This design comes from an exercise in tuning for small area, a short achievable clock period and few clock cycles per item on the open sky130 flow, not from production work.
In this exercise RTL edits were held to simulation tests only and were not proved equivalent to the original.

==> v10: inputs <==
// gc_trigger_policy_unit
module gc_trigger_policy_unit
#(
  parameter int TOTAL_WIDTH   = gtp_pkg::TOTAL_WIDTH_DEF,
  parameter int COUNTER_WIDTH = gtp_pkg::COUNTER_WIDTH_DEF,
  parameter int PEAK_CAP      = gtp_pkg::PEAK_CAP_DEF
) (
  input  logic                  clk,
  input  logic                  rst_n,
  input  logic                  cfg_we,
  input  logic [gtp_pkg::SPP_W-1:0]      cfg_wdata,
  input  logic                  in_valid,
  output logic                  in_ready,
  input  logic [gtp_pkg::CMD_W-1:0]      in_cmd,
  input  logic [gtp_pkg::TOTAL_IN_W-1:0] in_allocated_total,
  input  logic [gtp_pkg::SLOT_W-1:0]     in_swept_slots,
  input  logic [gtp_pkg::PAGE_W-1:0]     in_empty_pages,
  input  logic [gtp_pkg::SLOT_W-1:0]     in_final_slots,
  input  logic [gtp_pkg::OBJ_W-1:0]      in_old_objects,
  input  logic [gtp_pkg::OBJ_W-1:0]      in_old_limit,
  input  logic [gtp_pkg::OBJ_W-1:0]      in_shady_objects,
  input  logic [gtp_pkg::OBJ_W-1:0]      in_shady_limit,
  input  logic                  in_became_major,
  output logic                  out_valid,
  input  logic                  out_ready,
  output logic [gtp_pkg::ACT_W-1:0]      out_action,
  output logic                  out_enabled,
  output logic [gtp_pkg::CNT_OUT_W-1:0]  out_major_tally,
  output logic [gtp_pkg::CNT_OUT_W-1:0]  out_minor_tally,
  output logic [gtp_pkg::CNT_OUT_W-1:0]  out_sweep_tally,
  output logic [gtp_pkg::CNT_OUT_W-1:0]  out_total_count
);
Settings: LEC_CHECK=0, CAP_MARGIN=20, CORE_MARGIN=2, CORE_UTILIZATION=40, SETUP_SLACK_MARGIN=5, SLEW_MARGIN=20; clock period 10.0 ns.
run.sh (not shown) runs the stock make flow with config.mk's settings and CLKGATE_MAP_FILE= SYNTH_SCRIPT=/design/flow/synth_recipe.tcl, a recipe that flattens the netlist after the stock synthesis.
==> v2: changes against v10 <==
==> flow/flow/run.sh (new file) <==
#!/bin/bash
# The standard layout (the standard flow's synthesis, clock and constraints), with two
# changes to how it is built: the port buffers are the small, fast buf_1
# (every port still gets one), and timing repair aims 6.5 ns below the clock
# period instead of at it.
set -euo pipefail
bash standard.sh SETUP_SLACK_MARGIN=6.5 "BUFFER_PORTS_ARGS=-buffer_cell sky130_fd_sc_hd__buf_1" finish > standard.log 2>&1
==> flow/standard.sh (new file) <==
#!/bin/bash
# synth_recipe.tcl (not shown) runs the flow's synth.tcl, then flattens the netlist and writes it again
# the make line also repeats each setting of config.mk as NAME=value (left out here)
make -C /OpenROAD-flow-scripts/flow DESIGN_CONFIG=/design/flow/config.mk WORK_HOME=/design/flow/orfs CLKGATE_MAP_FILE= SYNTH_SCRIPT=/design/flow/synth_recipe.tcl "${@:-finish}"
- CORE_UTILIZATION: 40 -> 60
- PLACE_DENSITY: not set -> 0.72
- SETUP_SLACK_MARGIN: 5 -> not set
removed: flow/run.sh
==> v32: changes against v10 <==
--- a/flow/design.v
+++ b/flow/design.v
@@ -1332,10 +1332,17 @@
       end
     end
   end
   logic [47:0] b_gap;
   assign b_gap = limit_r - b_total;
+  logic        b_blo, b_uz;
+  logic [29:0] b_lh, b_th;
+  assign b_blo = (limit_r[17:0] < b_total[17:0]);
+  assign b_lh  = limit_r[47:18];
+  assign b_th  = ~b_total[47:18];
+  assign b_uz  = b_blo ? ((b_lh ^ b_th) == {b_lh[28:0] | b_th[28:0], 1'b0})
+                       : (limit_r[47:18] == b_total[47:18]);
   logic        c_v, c_r, c_o, c_c, c_en, c_pend, c_lnz, c_full, c_ge, c_uz, c_became;
   logic [47:0] c_gap;
   always_ff @(posedge clk) begin
     c_v      <= b_v & rst_n;
     c_r      <= b_r;
@@ -1344,11 +1351,11 @@
     c_en     <= b_en;
     c_pend   <= b_pend;
     c_lnz    <= (limit_r != '0);
     c_full   <= b_full;
     c_ge     <= (b_total >= limit_r);
-    c_uz     <= (b_gap[47:18] == '0);
+    c_uz     <= b_uz;
     c_became <= b_became;
     c_gap    <= b_gap;
   end
   logic [14:0] c_mmgp;
   wire mj1 = c_gap[0] ^ c_gap[1];
@@ -1559,41 +1566,39 @@
   end
   logic d_mm, d_major, d_minor;
   assign d_mm = d_mmgp[14] ^ (d_mmgp[13] | d_mmgp[12] & (d_mmgp[11] | d_mmgp[10] & (d_mmgp[9] | d_mmgp[8] & (d_mmgp[7] | d_mmgp[6] & (d_mmgp[5] | d_mmgp[4] & (d_mmgp[3] | d_mmgp[2] & (d_mmgp[1])))))));
   assign d_major = d_full & (d_ge | (d_uz & d_mm));
   assign d_minor = d_ge | d_le;
-  logic [1:0] d_act;
-  logic       d_imaj, d_imin, d_iswp;
+  localparam logic [2:0] RC_NONE  = 3'd0;    
+  localparam logic [2:0] RC_SWEEP = 3'd1;    
+  localparam logic [2:0] RC_MAJOR = 3'd2;    
+  localparam logic [2:0] RC_MINOR = 3'd3;    
+  localparam logic [2:0] RC_OMAJ  = 3'd4;    
+  localparam logic [2:0] RC_OMIN  = 3'd5;    
+  localparam logic [2:0] RC_CLEAR = 3'd6;    
+  logic [2:0] d_code;
   always_comb begin
-    d_act  = gtp_pkg::ACT_NONE;
-    d_imaj = 1'b0;
-    d_imin = 1'b0;
-    d_iswp = 1'b0;
+    d_code = RC_NONE;
     if (d_r) begin
-      if (d_pend) begin
-        d_act  = gtp_pkg::ACT_SWEEP;
-        d_iswp = 1'b1;
-      end else if (d_lnz) begin
-        if (d_major) begin
-          d_act  = gtp_pkg::ACT_MAJOR;
-          d_imaj = 1'b1;
-        end else if (d_minor) begin
-          d_act = gtp_pkg::ACT_MINOR;
-        end
+      if (d_pend) d_code = RC_SWEEP;
+      else if (d_lnz) begin
+        if (d_major) d_code = RC_MAJOR;
+        else if (d_minor) d_code = RC_MINOR;
       end
     end else if (d_o) begin
-      d_imaj = d_became;
-      d_imin = ~d_became;
+      d_code = d_became ? RC_OMAJ : RC_OMIN;
+    end else if (d_c) begin
+      d_code = RC_CLEAR;
     end
   end
-  logic [6:0] q_mem [QD];
+  logic [3:0] q_mem [QD];
   logic [2:0] q_wp, q_rp, q_n;
-  logic [6:0] q_head;
+  logic [3:0] q_head;
   assign q_ne   = (q_n != 3'd0);
   assign q_head = q_mem[q_rp];
   always_ff @(posedge clk) begin
-    if (d_v) q_mem[q_wp] <= {d_act, d_en, d_imaj, d_imin, d_iswp, d_c};
+    if (d_v) q_mem[q_wp] <= {d_en, d_code};
   end
   always_ff @(posedge clk) begin
     if (!rst_n) begin
       q_wp <= 3'd0;
       q_rp <= 3'd0;
@@ -1606,14 +1611,14 @@
   end
   logic [31:0] major_r, minor_r, sweep_r, total_r;
   logic [1:0]  act_r;
   logic        en_r, zero_r;
   logic        h_maj, h_min, h_swp, h_clr, h_zero;
-  assign h_maj  = q_ne & q_head[3];
-  assign h_min  = q_ne & q_head[2];
-  assign h_swp  = q_ne & q_head[1];
-  assign h_clr  = q_ne & q_head[0];
+  assign h_maj  = q_ne & ((q_head[2:0] == RC_MAJOR) | (q_head[2:0] == RC_OMAJ));
+  assign h_min  = q_ne & (q_head[2:0] == RC_OMIN);
+  assign h_swp  = q_ne & (q_head[2:0] == RC_SWEEP);
+  assign h_clr  = q_ne & (q_head[2:0] == RC_CLEAR);
   assign h_zero = zero_r | h_clr;
   always_ff @(posedge clk) begin
     if (!rst_n) out_valid_r <= 1'b0;
     else if (load) out_valid_r <= q_ne;
   end
@@ -1621,12 +1626,12 @@
     if (rst_q) zero_r <= 1'b1;
     else if (pop) zero_r <= 1'b0;
   end
   always_ff @(posedge clk) begin
     if (load) begin
-      act_r   <= q_head[6:5];
-      en_r    <= q_head[4];
+      act_r   <= q_head[2] ? gtp_pkg::ACT_NONE : q_head[1:0];
+      en_r    <= q_head[3];
       major_r <= (h_zero ? 32'd0 : major_r) + {31'd0, h_maj};
       minor_r <= (h_zero ? 32'd0 : minor_r) + {31'd0, h_min};
       sweep_r <= (h_zero ? 32'd0 : sweep_r) + {31'd0, h_swp};
       total_r <= (h_zero ? 32'd0 : total_r) + {31'd0, h_maj | h_min | h_swp};
     end
==> flow/flow/run.sh (new file) <==
#!/bin/bash
# The standard layout (the standard flow's synthesis, clock and constraints), with two
# changes to how it is built: the port buffers are the small, fast buf_1
# (every port still gets one), and timing repair aims 6.5 ns below the clock
# period instead of at it.
set -euo pipefail
bash standard.sh SETUP_SLACK_MARGIN=6.5 "BUFFER_PORTS_ARGS=-buffer_cell sky130_fd_sc_hd__buf_1" finish > standard.log 2>&1
==> flow/standard.sh (new file) <==
#!/bin/bash
# synth_recipe.tcl (not shown) runs the flow's synth.tcl, then flattens the netlist and writes it again
# the make line also repeats each setting of config.mk as NAME=value (left out here)
make -C /OpenROAD-flow-scripts/flow DESIGN_CONFIG=/design/flow/config.mk WORK_HOME=/design/flow/orfs CLKGATE_MAP_FILE= SYNTH_SCRIPT=/design/flow/synth_recipe.tcl "${@:-finish}"
- CTS_BUF_LIST: not set -> sky130_fd_sc_hd__clkbuf_16
- CTS_CLUSTER_DIAMETER: not set -> 80
- CTS_CLUSTER_SIZE: not set -> 30
- SETUP_SLACK_MARGIN: 5 -> not set
removed: flow/run.sh
==> v15: changes against v10 <==
--- a/flow/design.v
+++ b/flow/design.v
@@ -1332,10 +1332,17 @@
       end
     end
   end
   logic [47:0] b_gap;
   assign b_gap = limit_r - b_total;
+  logic        b_blo, b_uz;
+  logic [29:0] b_lh, b_th;
+  assign b_blo = (limit_r[17:0] < b_total[17:0]);
+  assign b_lh  = limit_r[47:18];
+  assign b_th  = ~b_total[47:18];
+  assign b_uz  = b_blo ? ((b_lh ^ b_th) == {b_lh[28:0] | b_th[28:0], 1'b0})
+                       : (limit_r[47:18] == b_total[47:18]);
   logic        c_v, c_r, c_o, c_c, c_en, c_pend, c_lnz, c_full, c_ge, c_uz, c_became;
   logic [47:0] c_gap;
   always_ff @(posedge clk) begin
     c_v      <= b_v & rst_n;
     c_r      <= b_r;
@@ -1344,11 +1351,11 @@
     c_en     <= b_en;
     c_pend   <= b_pend;
     c_lnz    <= (limit_r != '0);
     c_full   <= b_full;
     c_ge     <= (b_total >= limit_r);
-    c_uz     <= (b_gap[47:18] == '0);
+    c_uz     <= b_uz;
     c_became <= b_became;
     c_gap    <= b_gap;
   end
   logic [14:0] c_mmgp;
   wire mj1 = c_gap[0] ^ c_gap[1];
@@ -1559,41 +1566,39 @@
   end
   logic d_mm, d_major, d_minor;
   assign d_mm = d_mmgp[14] ^ (d_mmgp[13] | d_mmgp[12] & (d_mmgp[11] | d_mmgp[10] & (d_mmgp[9] | d_mmgp[8] & (d_mmgp[7] | d_mmgp[6] & (d_mmgp[5] | d_mmgp[4] & (d_mmgp[3] | d_mmgp[2] & (d_mmgp[1])))))));
   assign d_major = d_full & (d_ge | (d_uz & d_mm));
   assign d_minor = d_ge | d_le;
-  logic [1:0] d_act;
-  logic       d_imaj, d_imin, d_iswp;
+  localparam logic [2:0] RC_NONE  = 3'd0;    
+  localparam logic [2:0] RC_SWEEP = 3'd1;    
+  localparam logic [2:0] RC_MAJOR = 3'd2;    
+  localparam logic [2:0] RC_MINOR = 3'd3;    
+  localparam logic [2:0] RC_OMAJ  = 3'd4;    
+  localparam logic [2:0] RC_OMIN  = 3'd5;    
+  localparam logic [2:0] RC_CLEAR = 3'd6;    
+  logic [2:0] d_code;
   always_comb begin
-    d_act  = gtp_pkg::ACT_NONE;
-    d_imaj = 1'b0;
-    d_imin = 1'b0;
-    d_iswp = 1'b0;
+    d_code = RC_NONE;
     if (d_r) begin
-      if (d_pend) begin
-        d_act  = gtp_pkg::ACT_SWEEP;
-        d_iswp = 1'b1;
-      end else if (d_lnz) begin
-        if (d_major) begin
-          d_act  = gtp_pkg::ACT_MAJOR;
-          d_imaj = 1'b1;
-        end else if (d_minor) begin
-          d_act = gtp_pkg::ACT_MINOR;
-        end
+      if (d_pend) d_code = RC_SWEEP;
+      else if (d_lnz) begin
+        if (d_major) d_code = RC_MAJOR;
+        else if (d_minor) d_code = RC_MINOR;
       end
     end else if (d_o) begin
-      d_imaj = d_became;
-      d_imin = ~d_became;
+      d_code = d_became ? RC_OMAJ : RC_OMIN;
+    end else if (d_c) begin
+      d_code = RC_CLEAR;
     end
   end
-  logic [6:0] q_mem [QD];
+  logic [3:0] q_mem [QD];
   logic [2:0] q_wp, q_rp, q_n;
-  logic [6:0] q_head;
+  logic [3:0] q_head;
   assign q_ne   = (q_n != 3'd0);
   assign q_head = q_mem[q_rp];
   always_ff @(posedge clk) begin
-    if (d_v) q_mem[q_wp] <= {d_act, d_en, d_imaj, d_imin, d_iswp, d_c};
+    if (d_v) q_mem[q_wp] <= {d_en, d_code};
   end
   always_ff @(posedge clk) begin
     if (!rst_n) begin
       q_wp <= 3'd0;
       q_rp <= 3'd0;
@@ -1606,14 +1611,14 @@
   end
   logic [31:0] major_r, minor_r, sweep_r, total_r;
   logic [1:0]  act_r;
   logic        en_r, zero_r;
   logic        h_maj, h_min, h_swp, h_clr, h_zero;
-  assign h_maj  = q_ne & q_head[3];
-  assign h_min  = q_ne & q_head[2];
-  assign h_swp  = q_ne & q_head[1];
-  assign h_clr  = q_ne & q_head[0];
+  assign h_maj  = q_ne & ((q_head[2:0] == RC_MAJOR) | (q_head[2:0] == RC_OMAJ));
+  assign h_min  = q_ne & (q_head[2:0] == RC_OMIN);
+  assign h_swp  = q_ne & (q_head[2:0] == RC_SWEEP);
+  assign h_clr  = q_ne & (q_head[2:0] == RC_CLEAR);
   assign h_zero = zero_r | h_clr;
   always_ff @(posedge clk) begin
     if (!rst_n) out_valid_r <= 1'b0;
     else if (load) out_valid_r <= q_ne;
   end
@@ -1621,12 +1626,12 @@
     if (rst_q) zero_r <= 1'b1;
     else if (pop) zero_r <= 1'b0;
   end
   always_ff @(posedge clk) begin
     if (load) begin
-      act_r   <= q_head[6:5];
-      en_r    <= q_head[4];
+      act_r   <= q_head[2] ? gtp_pkg::ACT_NONE : q_head[1:0];
+      en_r    <= q_head[3];
       major_r <= (h_zero ? 32'd0 : major_r) + {31'd0, h_maj};
       minor_r <= (h_zero ? 32'd0 : minor_r) + {31'd0, h_min};
       sweep_r <= (h_zero ? 32'd0 : sweep_r) + {31'd0, h_swp};
       total_r <= (h_zero ? 32'd0 : total_r) + {31'd0, h_maj | h_min | h_swp};
     end
==> flow/flow/run.sh (new file) <==
#!/bin/bash
# The standard layout (the standard flow's synthesis, clock and constraints), with two
# changes to how it is built: the port buffers are the small, fast buf_1
# (every port still gets one), and timing repair aims 6.75 ns below the clock
# period instead of at it.
set -euo pipefail
bash standard.sh SETUP_SLACK_MARGIN=6.75 "BUFFER_PORTS_ARGS=-buffer_cell sky130_fd_sc_hd__buf_1" finish > standard.log 2>&1
==> flow/standard.sh (new file) <==
#!/bin/bash
# synth_recipe.tcl (not shown) runs the flow's synth.tcl, then flattens the netlist and writes it again
# the make line also repeats each setting of config.mk as NAME=value (left out here)
make -C /OpenROAD-flow-scripts/flow DESIGN_CONFIG=/design/flow/config.mk WORK_HOME=/design/flow/orfs CLKGATE_MAP_FILE= SYNTH_SCRIPT=/design/flow/synth_recipe.tcl "${@:-finish}"
- CTS_BUF_LIST: not set -> sky130_fd_sc_hd__clkbuf_16
- CTS_CLUSTER_DIAMETER: not set -> 80
- CTS_CLUSTER_SIZE: not set -> 30
- SETUP_SLACK_MARGIN: 5 -> not set
removed: flow/run.sh
==> comparison <==
v32 passed the timing, DRC and antenna checks. v10 produced a clean layout. v15 completed without violations. v2 finished with timing, DRC and antenna clean. The lowest wire length belongs to v2, the highest to v15. First-iteration DRC count, lowest first: v10, v15, v32, v2. Against v15, the final cell count of v32 is smaller by about 3%. The lowest register-to-register slack belongs to v10, the highest to v15. Of v15 and v32, v15 has the higher non-clock buffer count (gap 253).
Testbench counts of v10, summed over its fixed seeds: cycles 9,648, items 9,600.
Testbench counts of v2, summed over its fixed seeds: cycles 9,648, items 9,600.
Testbench counts of v32, summed over its fixed seeds: cycles 9,648, items 9,600.
Testbench counts of v15, summed over its fixed seeds: cycles 9,648, items 9,600.

re-timing with driven ports:
The results above use ideal ports. As a check the final layouts listed here were re-extracted and re-timed, cells and wires unchanged.
Step 1 sets driving cells, clkbuf_16 on the clock port and buf_2 on the other inputs (assumed; they add their load-dependent delay and slew).
Step 2 moves the port delays by t, midway between the first and last clock arrival at a register: inputs arrive t later, outputs are due t later. That takes back most of the time a late clock gives input paths.
Slacks: no drivers / after step 1 / after step 2; pairs: no drivers / after step 1.
run	t (ns)	setup slack, ns	worst setup path after step 2	slew at the worst register clock pin (ns)	cell pins on the clock port's net
v10	0.829	5.474 / 5.474 / 5.474	register to register	0.07 / 0.07	1
v2	0.782	6.130 / 6.130 / 5.949	input to register	0.07 / 0.07	1
v32	0.793	6.454 / 6.454 / 5.960	input to register	0.11 / 0.11	1
v15	0.801	6.568 / 6.544 / 6.158	input to register	0.10 / 0.10	1
After both steps every run listed still meets setup and hold. For v32, which loses most, drivers alone change the setup slack by 0.000 ns; drivers and shift together by -0.494 ns.
